Source: an optimization exercise on an open RTL-to-GDS flow (aim: small area). Production flows keep margins and buffers that such runs may drop.
Function was checked by simulation only, so behaviour that the tests miss may differ from the original.
Power figures rest on the tool's default switching activity, not on a simulated workload.

==> flow/design.v <==
package lb_cfg_pkg;
    localparam int NUM_PORTS = 4;
    localparam int NUM_CH = 4;
    localparam int ADDR_W = 48;
    localparam int DATA_W = 64;
    localparam int SEQ_W = 3;
    localparam int PORT_W = 2;
    localparam int REQ_DEPTH = 8;
    localparam int TAG_DEPTH = 8;
    localparam int POST_DEPTH = 4;
    localparam int SERVE_W = 32;
endpackage
package lb_types_pkg;
    localparam int REQ_W = 51;
    localparam int TAG_W = 5;
    localparam int RESP_W = 69;
    typedef struct packed {
        logic [47:0] addr;
        logic [2:0]  seq;
    } req_t;
    typedef struct packed {
        logic [1:0] port;
        logic [2:0] seq;
    } tag_t;
    typedef struct packed {
        tag_t        tag;
        logic [63:0] data;
    } resp_t;
endpackage
module tag_fifo #(
    parameter int W = 8,
    parameter int DEPTH = 8
) (
    input  logic clk,
    input  logic rstn,
    input  logic wr_en,
    input  logic [W-1:0] wr_data,
    input  logic rd_en,
    output logic [W-1:0] rd_data,
    output logic empty,
    output logic full
);
    logic [W-1:0] mem [DEPTH];
    logic [$clog2(DEPTH):0] wr_ptr;
    logic [$clog2(DEPTH):0] rd_ptr;
    logic do_wr;
    logic do_rd;
    assign empty = (wr_ptr == rd_ptr);
    assign full = (wr_ptr[$clog2(DEPTH)] != rd_ptr[$clog2(DEPTH)]) &&
                  (wr_ptr[$clog2(DEPTH)-1:0] == rd_ptr[$clog2(DEPTH)-1:0]);
    assign do_wr = wr_en & ~full;
    assign do_rd = rd_en & ~empty;
    assign rd_data = mem[rd_ptr[$clog2(DEPTH)-1:0]];
    always_ff @(posedge clk) begin
        if (!rstn) begin
            wr_ptr <= '0;
            rd_ptr <= '0;
        end else begin
            if (do_wr) begin
                wr_ptr <= wr_ptr + 1'b1;
            end
            if (do_rd) begin
                rd_ptr <= rd_ptr + 1'b1;
            end
        end
    end
    always_ff @(posedge clk) begin
        if (do_wr) begin
            mem[wr_ptr[$clog2(DEPTH)-1:0]] <= wr_data;
        end
    end
endmodule
module req_intake (
    input  logic                                                  clk,
    input  logic                                                  rstn,
    input  logic [lb_cfg_pkg::NUM_PORTS-1:0]                      s_ar_valid,
    input  logic [lb_cfg_pkg::NUM_PORTS-1:0][lb_cfg_pkg::ADDR_W-1:0] s_ar_addr,
    output logic [lb_cfg_pkg::NUM_PORTS-1:0]                      s_ar_ready,
    input  logic [lb_cfg_pkg::NUM_PORTS-1:0]                      pop,
    input  logic [lb_cfg_pkg::NUM_PORTS-1:0]                      ret_fire,
    output logic [lb_cfg_pkg::NUM_PORTS-1:0]                      head_valid,
    output logic [lb_cfg_pkg::NUM_PORTS-1:0][lb_types_pkg::REQ_W-1:0]        head
);
    for (genvar p = 0; p < lb_cfg_pkg::NUM_PORTS; p++) begin : g_port
        logic [$clog2(lb_cfg_pkg::REQ_DEPTH):0] outstanding;
        logic [lb_cfg_pkg::SEQ_W-1:0]           seq;
        logic                                   accept;
        logic                                   empty;
        lb_types_pkg::req_t                     entry;
        assign s_ar_ready[p] = (outstanding < lb_cfg_pkg::REQ_DEPTH);
        assign accept = s_ar_valid[p] & s_ar_ready[p];
        assign entry = {s_ar_addr[p], seq};
        assign head_valid[p] = ~empty;
        always_ff @(posedge clk) begin
            if (!rstn) begin
                outstanding <= '0;
                seq <= '0;
            end else begin
                if (accept && !ret_fire[p]) begin
                    outstanding <= outstanding + 1'b1;
                end else if (!accept && ret_fire[p]) begin
                    outstanding <= outstanding - 1'b1;
                end
                if (accept) begin
                    seq <= seq + 1'b1;
                end
            end
        end
        tag_fifo #(
            .W     ($bits(entry)),
            .DEPTH (lb_cfg_pkg::REQ_DEPTH)
        ) u_req_fifo (
            .clk     (clk),
            .rstn    (rstn),
            .wr_en   (accept),
            .wr_data (entry),
            .rd_en   (pop[p]),
            .rd_data (head[p]),
            .empty   (empty),
            .full    ()
        );
    end
endmodule
module dispatch_arbiter (
    input  logic                                               clk,
    input  logic                                               rstn,
    input  logic [lb_cfg_pkg::NUM_PORTS-1:0]                   head_valid,
    input  logic [lb_cfg_pkg::NUM_PORTS-1:0][lb_types_pkg::REQ_W-1:0]     head,
    output logic [lb_cfg_pkg::NUM_PORTS-1:0]                   pop,
    input  logic [lb_cfg_pkg::NUM_CH-1:0]                      ch_idle,
    input  logic [lb_cfg_pkg::NUM_CH-1:0]                      ch_can_take,
    input  logic [lb_cfg_pkg::NUM_CH-1:0]                      m_ar_ready,
    output logic [lb_cfg_pkg::NUM_CH-1:0]                      m_ar_valid,
    output logic [lb_cfg_pkg::NUM_CH-1:0][lb_cfg_pkg::ADDR_W-1:0] m_ar_addr,
    output logic [lb_cfg_pkg::NUM_CH-1:0]                      issue,
    output lb_types_pkg::tag_t                                 issue_tag
);
    logic [lb_cfg_pkg::NUM_PORTS-1:0][lb_cfg_pkg::SERVE_W-1:0] served;
    logic [lb_cfg_pkg::SERVE_W-1:0] best_cnt;
    logic [lb_cfg_pkg::PORT_W-1:0]  sel_port;
    logic                           port_found;
    logic [lb_cfg_pkg::NUM_CH-1:0]  ch_sel;
    logic                           ch_found;
    logic                           fire;
    lb_types_pkg::req_t             sel_head;
    always_comb begin
        port_found = 1'b0;
        sel_port = '0;
        best_cnt = '0;
        for (int p = 0; p < lb_cfg_pkg::NUM_PORTS; p++) begin
            if (head_valid[p] && (!port_found || served[p] < best_cnt)) begin
                port_found = 1'b1;
                sel_port = p[lb_cfg_pkg::PORT_W-1:0];
                best_cnt = served[p];
            end
        end
    end
    always_comb begin
        ch_found = 1'b0;
        ch_sel = '0;
        for (int c = 0; c < lb_cfg_pkg::NUM_CH; c++) begin
            if (!ch_found && ch_idle[c] && m_ar_ready[c]) begin
                ch_found = 1'b1;
                ch_sel[c] = 1'b1;
            end
        end
        for (int c = 0; c < lb_cfg_pkg::NUM_CH; c++) begin
            if (!ch_found && ch_can_take[c] && m_ar_ready[c]) begin
                ch_found = 1'b1;
                ch_sel[c] = 1'b1;
            end
        end
    end
    assign fire = port_found & ch_found;
    assign m_ar_valid = fire ? ch_sel : '0;
    assign issue = m_ar_valid;
    assign sel_head = head[sel_port];
    assign issue_tag = {sel_port, sel_head.seq};
    always_comb begin
        pop = '0;
        pop[sel_port] = fire;
    end
    for (genvar c = 0; c < lb_cfg_pkg::NUM_CH; c++) begin : g_addr
        assign m_ar_addr[c] = sel_head.addr;
    end
    always_ff @(posedge clk) begin
        if (!rstn) begin
            served <= '0;
        end else if (fire) begin
            served[sel_port] <= served[sel_port] + 1'b1;
        end
    end
endmodule
module mem_channel (
    input  logic                          clk,
    input  logic                          rstn,
    input  logic                          issue,
    input  lb_types_pkg::tag_t            issue_tag,
    input  logic                          m_r_valid,
    input  logic [lb_cfg_pkg::DATA_W-1:0] m_r_data,
    output logic                          m_r_ready,
    output logic                          idle,
    output logic                          can_take,
    output logic                          post_valid,
    output lb_types_pkg::resp_t           post,
    output logic                          post_full,
    input  logic                          post_pop
);
    lb_types_pkg::tag_t  tag_head;
    lb_types_pkg::resp_t staged;
    logic                tag_empty;
    logic                tag_full;
    logic                post_empty;
    logic                beat;
    assign m_r_ready = ~post_full;
    assign beat = m_r_valid & m_r_ready;
    assign staged = {tag_head, m_r_data};
    assign idle = tag_empty & post_empty;
    assign can_take = ~tag_full;
    assign post_valid = ~post_empty;
    tag_fifo #(
        .W     ($bits(issue_tag)),
        .DEPTH (lb_cfg_pkg::TAG_DEPTH)
    ) u_tag_fifo (
        .clk     (clk),
        .rstn    (rstn),
        .wr_en   (issue),
        .wr_data (issue_tag),
        .rd_en   (beat),
        .rd_data (tag_head),
        .empty   (tag_empty),
        .full    (tag_full)
    );
    tag_fifo #(
        .W     ($bits(staged)),
        .DEPTH (lb_cfg_pkg::POST_DEPTH)
    ) u_post_fifo (
        .clk     (clk),
        .rstn    (rstn),
        .wr_en   (beat),
        .wr_data (staged),
        .rd_en   (post_pop),
        .rd_data (post),
        .empty   (post_empty),
        .full    (post_full)
    );
endmodule
module reorder_return (
    input  logic                                                  clk,
    input  logic                                                  rstn,
    input  logic [lb_cfg_pkg::NUM_CH-1:0]                         post_valid,
    input  logic [lb_cfg_pkg::NUM_CH-1:0][lb_types_pkg::RESP_W-1:0]          post,
    input  logic [lb_cfg_pkg::NUM_CH-1:0]                         post_full,
    output logic [lb_cfg_pkg::NUM_CH-1:0]                         post_pop,
    output logic [lb_cfg_pkg::NUM_PORTS-1:0]                      s_r_valid,
    output logic [lb_cfg_pkg::NUM_PORTS-1:0][lb_cfg_pkg::DATA_W-1:0] s_r_data,
    input  logic [lb_cfg_pkg::NUM_PORTS-1:0]                      s_r_ready,
    output logic [lb_cfg_pkg::NUM_PORTS-1:0]                      ret_fire
);
    logic [lb_cfg_pkg::DATA_W-1:0] slot_data [lb_cfg_pkg::NUM_PORTS][lb_cfg_pkg::REQ_DEPTH];
    logic [lb_cfg_pkg::NUM_PORTS-1:0][lb_cfg_pkg::REQ_DEPTH-1:0] filled;
    logic [lb_cfg_pkg::NUM_PORTS-1:0][lb_cfg_pkg::SEQ_W-1:0] rptr;
    logic [lb_cfg_pkg::NUM_PORTS-1:0][lb_cfg_pkg::SEQ_W-1:0] nxt_ptr;
    lb_types_pkg::resp_t pick;
    lb_types_pkg::resp_t wr_resp;
    logic                pick_found;
    logic                wr_valid;
    always_comb begin
        pick_found = 1'b0;
        pick = '0;
        post_pop = '0;
        for (int c = 0; c < lb_cfg_pkg::NUM_CH; c++) begin
            if (!pick_found && post_full[c]) begin
                pick_found = 1'b1;
                pick = post[c];
                post_pop[c] = 1'b1;
            end
        end
        for (int c = 0; c < lb_cfg_pkg::NUM_CH; c++) begin
            if (!pick_found && post_valid[c]) begin
                pick_found = 1'b1;
                pick = post[c];
                post_pop[c] = 1'b1;
            end
        end
    end
    for (genvar p = 0; p < lb_cfg_pkg::NUM_PORTS; p++) begin : g_ptr
        assign nxt_ptr[p] = rptr[p] + 1'b1;
        assign ret_fire[p] = s_r_valid[p] & s_r_ready[p];
    end
    always_ff @(posedge clk) begin
        if (!rstn) begin
            wr_valid <= 1'b0;
            filled <= '0;
            rptr <= '0;
            s_r_valid <= '0;
        end else begin
            wr_valid <= pick_found;
            for (int p = 0; p < lb_cfg_pkg::NUM_PORTS; p++) begin
                if (ret_fire[p]) begin
                    filled[p][rptr[p]] <= 1'b0;
                    rptr[p] <= nxt_ptr[p];
                    s_r_valid[p] <= filled[p][nxt_ptr[p]];
                end else if (!s_r_valid[p]) begin
                    s_r_valid[p] <= filled[p][rptr[p]];
                end
            end
            if (wr_valid) begin
                filled[wr_resp.tag.port][wr_resp.tag.seq] <= 1'b1;
            end
        end
    end
    always_ff @(posedge clk) begin
        if (pick_found) begin
            wr_resp <= pick;
        end
        if (wr_valid) begin
            slot_data[wr_resp.tag.port][wr_resp.tag.seq] <= wr_resp.data;
        end
        for (int p = 0; p < lb_cfg_pkg::NUM_PORTS; p++) begin
            if (ret_fire[p]) begin
                s_r_data[p] <= slot_data[p][nxt_ptr[p]];
            end else if (!s_r_valid[p]) begin
                s_r_data[p] <= slot_data[p][rptr[p]];
            end
        end
    end
endmodule
module load_balancer (
    input  logic                                                  clk,
    input  logic                                                  rstn,
    input  logic [lb_cfg_pkg::NUM_PORTS-1:0]                      s_ar_valid,
    input  logic [lb_cfg_pkg::NUM_PORTS-1:0][lb_cfg_pkg::ADDR_W-1:0] s_ar_addr,
    output logic [lb_cfg_pkg::NUM_PORTS-1:0]                      s_ar_ready,
    output logic [lb_cfg_pkg::NUM_PORTS-1:0]                      s_r_valid,
    output logic [lb_cfg_pkg::NUM_PORTS-1:0][lb_cfg_pkg::DATA_W-1:0] s_r_data,
    input  logic [lb_cfg_pkg::NUM_PORTS-1:0]                      s_r_ready,
    output logic [lb_cfg_pkg::NUM_CH-1:0]                         m_ar_valid,
    output logic [lb_cfg_pkg::NUM_CH-1:0][lb_cfg_pkg::ADDR_W-1:0] m_ar_addr,
    input  logic [lb_cfg_pkg::NUM_CH-1:0]                         m_ar_ready,
    input  logic [lb_cfg_pkg::NUM_CH-1:0]                         m_r_valid,
    input  logic [lb_cfg_pkg::NUM_CH-1:0][lb_cfg_pkg::DATA_W-1:0] m_r_data,
    output logic [lb_cfg_pkg::NUM_CH-1:0]                         m_r_ready
);
    logic [lb_cfg_pkg::NUM_PORTS-1:0]                  head_valid;
    logic [lb_cfg_pkg::NUM_PORTS-1:0][lb_types_pkg::REQ_W-1:0]    head;
    logic [lb_cfg_pkg::NUM_PORTS-1:0]                  pop;
    logic [lb_cfg_pkg::NUM_PORTS-1:0]                  ret_fire;
    logic [lb_cfg_pkg::NUM_CH-1:0]                     ch_idle;
    logic [lb_cfg_pkg::NUM_CH-1:0]                     ch_can_take;
    logic [lb_cfg_pkg::NUM_CH-1:0]                     issue;
    lb_types_pkg::tag_t                                issue_tag;
    logic [lb_cfg_pkg::NUM_CH-1:0]                     post_valid;
    logic [lb_cfg_pkg::NUM_CH-1:0][lb_types_pkg::RESP_W-1:0]      post;
    logic [lb_cfg_pkg::NUM_CH-1:0]                     post_full;
    logic [lb_cfg_pkg::NUM_CH-1:0]                     post_pop;
    req_intake u_req_intake (
        .clk        (clk),
        .rstn       (rstn),
        .s_ar_valid (s_ar_valid),
        .s_ar_addr  (s_ar_addr),
        .s_ar_ready (s_ar_ready),
        .pop        (pop),
        .ret_fire   (ret_fire),
        .head_valid (head_valid),
        .head       (head)
    );
    dispatch_arbiter u_dispatch_arbiter (
        .clk         (clk),
        .rstn        (rstn),
        .head_valid  (head_valid),
        .head        (head),
        .pop         (pop),
        .ch_idle     (ch_idle),
        .ch_can_take (ch_can_take),
        .m_ar_ready  (m_ar_ready),
        .m_ar_valid  (m_ar_valid),
        .m_ar_addr   (m_ar_addr),
        .issue       (issue),
        .issue_tag   (issue_tag)
    );
    for (genvar c = 0; c < lb_cfg_pkg::NUM_CH; c++) begin : g_ch
        mem_channel u_mem_channel (
            .clk        (clk),
            .rstn       (rstn),
            .issue      (issue[c]),
            .issue_tag  (issue_tag),
            .m_r_valid  (m_r_valid[c]),
            .m_r_data   (m_r_data[c]),
            .m_r_ready  (m_r_ready[c]),
            .idle       (ch_idle[c]),
            .can_take   (ch_can_take[c]),
            .post_valid (post_valid[c]),
            .post       (post[c]),
            .post_full  (post_full[c]),
            .post_pop   (post_pop[c])
        );
    end
    reorder_return u_reorder_return (
        .clk        (clk),
        .rstn       (rstn),
        .post_valid (post_valid),
        .post       (post),
        .post_full  (post_full),
        .post_pop   (post_pop),
        .s_r_valid  (s_r_valid),
        .s_r_data   (s_r_data),
        .s_r_ready  (s_r_ready),
        .ret_fire   (ret_fire)
    );
endmodule
==> flow/run.sh <==
#!/bin/bash
# synth_recipe.tcl (not shown) runs the flow's synth.tcl, then flattens the netlist and writes it again
# the make line also repeats each setting of config.mk as NAME=value (left out here)
make -C /OpenROAD-flow-scripts/flow DESIGN_CONFIG=/design/flow/config.mk WORK_HOME=/design/flow/orfs CLKGATE_MAP_FILE= SYNTH_SCRIPT=/design/flow/synth_recipe.tcl finish
==> flow/config.mk <==
export PLATFORM = sky130hd
export DESIGN_NAME = load_balancer
export DESIGN_NICKNAME = load_balancer
export VERILOG_FILES = /design/flow/design.v
export SDC_FILE = /design/flow/constraint.sdc
export NUM_CORES = 4
export LEC_CHECK = 0
export CAP_MARGIN = 20
export CORE_MARGIN = 2
export CORE_UTILIZATION = 40
export SLEW_MARGIN = 20
==> flow/constraint.sdc <==
create_clock -name core_clock -period 14.0 [get_ports {clk}]
set_input_delay 2.8000 -clock core_clock [delete_from_list [all_inputs] [get_ports {clk}]]
set_output_delay 2.8000 -clock core_clock [all_outputs]
set_load 0.01 [all_outputs]
==> impl_metrics.toml <==
[run_status]
status = "timing/DRC/antenna clean"

[global_route]
grt_pass1_wl_mm = 951
grtUsageTotal = 0.224
grt_overflow_total = 0
grt_pass1_vias = 124000
grt_antenna_before_repair = 215
grt_max_degree = 130

[clocking]
hold_buffers = 0
cts_sinks = 5597
max-clock-path-buffers = 4
cts.root.buffer_cell = "clkbuf_16"
numCtsBuffers = 601
cts_max_level = 6
cts_tree = "yes"
clk_latency_ns = 1.14
path_clk_slew_ns = 0.06

[logic_synthesis]
syn_area_um2 = 236000
synth_fp_nets = 12900
synth_most_common_cell = "edfxtp_1"
yosys.area_share.adder = 0.00984
async_flop_share = 0
synth_edf_count = 5269
yosysWarnings = 6
synth_seq_cells = 5597
syn_area_per_cell_um2 = 19.3
yosysUniqueCellTypes = 92
yosysTopAreaCell = "edfxtp_1"
netlist_instances = 12200
synth_top_area_frac = 0.671
ys.flop_type = "edfxtp_1"
netlist_top_cells_area = "edfxtp_1 (67%), mux4_2 (17%), dfxtp_1 (2.8%)"
ys_seq_area_frac = 0.699
synthSimpleGateAreaFrac = 0.0338
muxShareOfSynthArea = 0.189
synth_top_family_by_area = "multiplexers"
synth.top_cells.by_count = "edfxtp_1 (5269), mux4_2 (1764), nand2_1 (673)"
synth_compound_area_frac = 0.0431
synth_xor_area_frac = 0.00636

[floorplan]
die_h_um = 772
io_pins = 930
fp.coreArea_um2 = 586000
initial_core_util = 0.402
chipWidth_um = 772
die_area_um2 = 595000
placementRows = 281

[finish]
final_util = 0.468
final_nets = 13800
fillCellCount = 48600
area.growth.synth_to_final_pct = 16.3
layout-drive-gt1-share = 0.236

[detailed_routing]
top_layer = "met5"
drt_pass1_iterations = 11
dr_wl_met3_mm = 69.2
drt_iter0_markers = 13900
wire_per_inst_um = 31.6
dr_wl_met2_mm = 315
vias = 127000
drc = 0
drtAntennaViolNets = 0
drt-total-wl_mm = 681
wl_met1_mm = 273
vias_per_cell = 5.88

[setup_path]
cp_common_cell = "buf_4"
cp_slowest_cell = "or4_4"
slowest_delay_ns = 0.66
critPathTopFamily = "compound AO/OA/AOI/OAI gates"
required_ns = 11.20
arrival_ns = 10.74
timing.critical_path.buf_inv = 7
critical_path_class = "reg2out"
crit_fanout = 38
worst_setup_path_start_kind = "flip-flop"
end_kind = "primary output"

[timing]
grt_setup_unrepaired = "no"
fin_crit_sh = 0.967
max_freq_ghz = 0.0739
post-route-min-period_ns = 13.54
fin_skew_ns = 0.116
worst_slew_pin_slew_ns = 1.14
maxSlewHeadroom = 0.238
finalHoldWorstSlack_ns = 0.499
final_max_slew_viol_count = 0
setup_viol = 0
hold_violations = 0

[power_and_ir_drop]
internal-power_uw = 40200
vdd_drop_max_uv = 1070
power.density_nw_per_um2 = 231
clkPwrFrac = 0.247
p_leak_uw = 0.0843
p_sw_uw = 23000
p_sw_frac = 0.364
combPwrFrac = 0.402
seqPwrFrac = 0.351

[hold_path]
hold_class = "reg2reg"

[job]
cap_violations = 0

[placement]
numPortBuffers = 929
dp.final_hpwl_mm = 421
globalplace.congestion = 0.853
==> sequential cells by signal, summed over array words and instances, names as in the netlist, named ones only <==
| register | cells |
|---|---|
| u_reorder_return.wr_resp | 69 |
| u_req_intake.g_port.outstanding | 16 |
| u_req_intake.g_port.seq | 12 |
| u_reorder_return.s_r_valid | 4 |
| g_ch.u_mem_channel.u_post_fifo.rd_ptr | 12 |
| u_reorder_return.wr_valid | 1 |
| u_req_intake.g_port.u_req_fifo.mem | 1632 |
| u_req_intake.g_port.u_req_fifo.rd_ptr | 16 |
| g_ch.u_mem_channel.u_tag_fifo.mem | 160 |
| u_req_intake.g_port.u_req_fifo.wr_ptr | 16 |
| u_reorder_return.slot_data | 2048 |
| g_ch.u_mem_channel.u_post_fifo.wr_ptr | 12 |
| g_ch.u_mem_channel.u_tag_fifo.rd_ptr | 16 |
| u_dispatch_arbiter.served | 128 |
| g_ch.u_mem_channel.u_post_fifo.mem | 1104 |
| u_reorder_return.rptr | 12 |
| u_reorder_return.filled | 32 |
| u_reorder_return.s_r_data | 256 |
| g_ch.u_mem_channel.u_tag_fifo.wr_ptr | 16 |
==> worst min-delay path: cells and delay by family (launching register included) <==
family             cells  cell delay, ns
AOI/OAI and AO/OA      1            0.06
DFF                    1            0.33
and+or+nand+nor        1            0.06
==> worst paths after layout <==
| path | cells after the start | end | slack [ns] | start |
|---|---|---|---|---|
| setup / recovery | 36 | m_ar_addr[80] | 0.46 | u_req_intake.g_port[0].u_req_fifo.wr_ptr[1]$_SDFFE_PN0P_ |
| hold reg to reg | 2 | u_dispatch_arbiter.served[21]$_SDFFE_PN0P_ | 0.50 | u_dispatch_arbiter.served[21]$_SDFFE_PN0P_ |
| setup reg to reg | 45 | u_dispatch_arbiter.served[26]$_SDFFE_PN0P_ | 2.38 | u_req_intake.g_port[0].u_req_fifo.wr_ptr[1]$_SDFFE_PN0P_ |
| hold / removal | 2 | u_dispatch_arbiter.served[21]$_SDFFE_PN0P_ | 0.50 | u_dispatch_arbiter.served[21]$_SDFFE_PN0P_ |
==> metal layers <==
metal | global-route usage | up-vias
met3 | 0.0655 | 1057
li1 | - | 52800
met2 | 0.351 | 5371
met4 | 0.0683 | 168
met5 | 0 | -
met1 | 0.303 | 67200
==> cells in the final DEF, fill, tap and decap left out, types with 156 or more instances in the layout <==
| cell type | count |
|---|---|
| nor2_1 | 156 |
| nand2_1 | 671 |
| dfxtp_1 | 294 |
| mux4_2 | 1764 |
| o21ai_0 | 192 |
| a21oi_1 | 215 |
| nor2b_1 | 310 |
| mux2i_1 | 393 |
| ha_1 | 175 |
| buf_4 | 363 |
| clkbuf_16 | 613 |
| a211oi_1 | 256 |
| clkdlybuf4s50_1 | 927 |
| edfxtp_1 | 5269 |
==> per-stage QoR <==
stage | power (uW) | std cells | setup slack, ns | TNS, ns | instance area (um^2)
after global placement | 47300 | 20400 | 0.0103 | 0 | 254000
after CTS | 63500 | 21500 | 0.0218 | 0 | 274000
after floorplan | 36500 | 12200 | 0.101 | 0 | 236000
after detailed placement | 47500 | 20400 | -0.258 | -4.84 | 254000
after global routing | 65700 | 21500 | 0.108 | 0 | 274000
final | 63200 | 21500 | 0.462 | 0 | 274000
==> timing repair <==
item | in CTS | in global routing
endpoints found under the setup margin | 192 | 192
buffers inserted | 11 | 4
pin swaps | 11 | 2
cloned | 1 | 0
resized for setup | 13 | 14
==> cells by family (layout without fill, tap and decap cells) <==
group                      count (synthesis)  in the layout
DFF                                     5597           5597
muxes                                   2236           2236
other                                      0             73
buffers and inverters                   1007           2450
and+or+nand+nor                         1630           1630
AOI/OAI and AO/OA                       1414           1415
xor gates and xnor gates                 171            171
adders and majority gates                183            183
==> area by class of cell <==
cell class                 count  area [um^2]  area share
multi-input combinational   5635        67400       0.246
inverter                      65          267    0.000972
antenna                       73          183    0.000667
timing repair buffer        1300        12200      0.0444
clock inverter               308         3280      0.0120
clock buffer                 777        16100      0.0587
sequential                  5597       165000       0.602
tap                         7782         9740      0.0355
==> power by group through the flow <==
| stage | Combinational (uW) | Clock [uW] | Sequential [uW] |
|---|---|---|---|
| after global placement | 24800 | 0 | 22500 |
| after CTS | 25400 | 15900 | 22200 |
| after detailed placement | 25000 | 0 | 22600 |
| final | 25400 | 15600 | 22200 |
| after global routing | 26800 | 16600 | 22300 |
| after floorplan | 13800 | 0 | 22700 |

port drivers added, routing unchanged:
Ports are ideal in the flow. The routed layout listed here was re-timed in OpenROAD. Step 1 sets driving cells, clkbuf_16 on the clock port and buf_2 on the other inputs (assumed; they add their load-dependent delay and slew). Step 2 adds t to the input delays and takes it off the output delays; t is the mean of the earliest and latest rising clock arrival at the registers after step 1. Input paths then give back, and output paths get back, about the clock's delay inside the block. Three values: ideal ports, drivers, drivers and shift; two values: the first two.
shift t [ns]: 1.206
setup WS [ns]: 0.462 / 0.324 / 1.530
worst register clock-pin slew, ns: 0.07 / 0.07
worst data-port slew with drivers (ns): 0.26
pins driven straight from the clock port: 1
After both steps this run still meets setup and hold. The setup slack of this run moves by -0.138 ns with the drivers and by +1.068 ns with both steps.
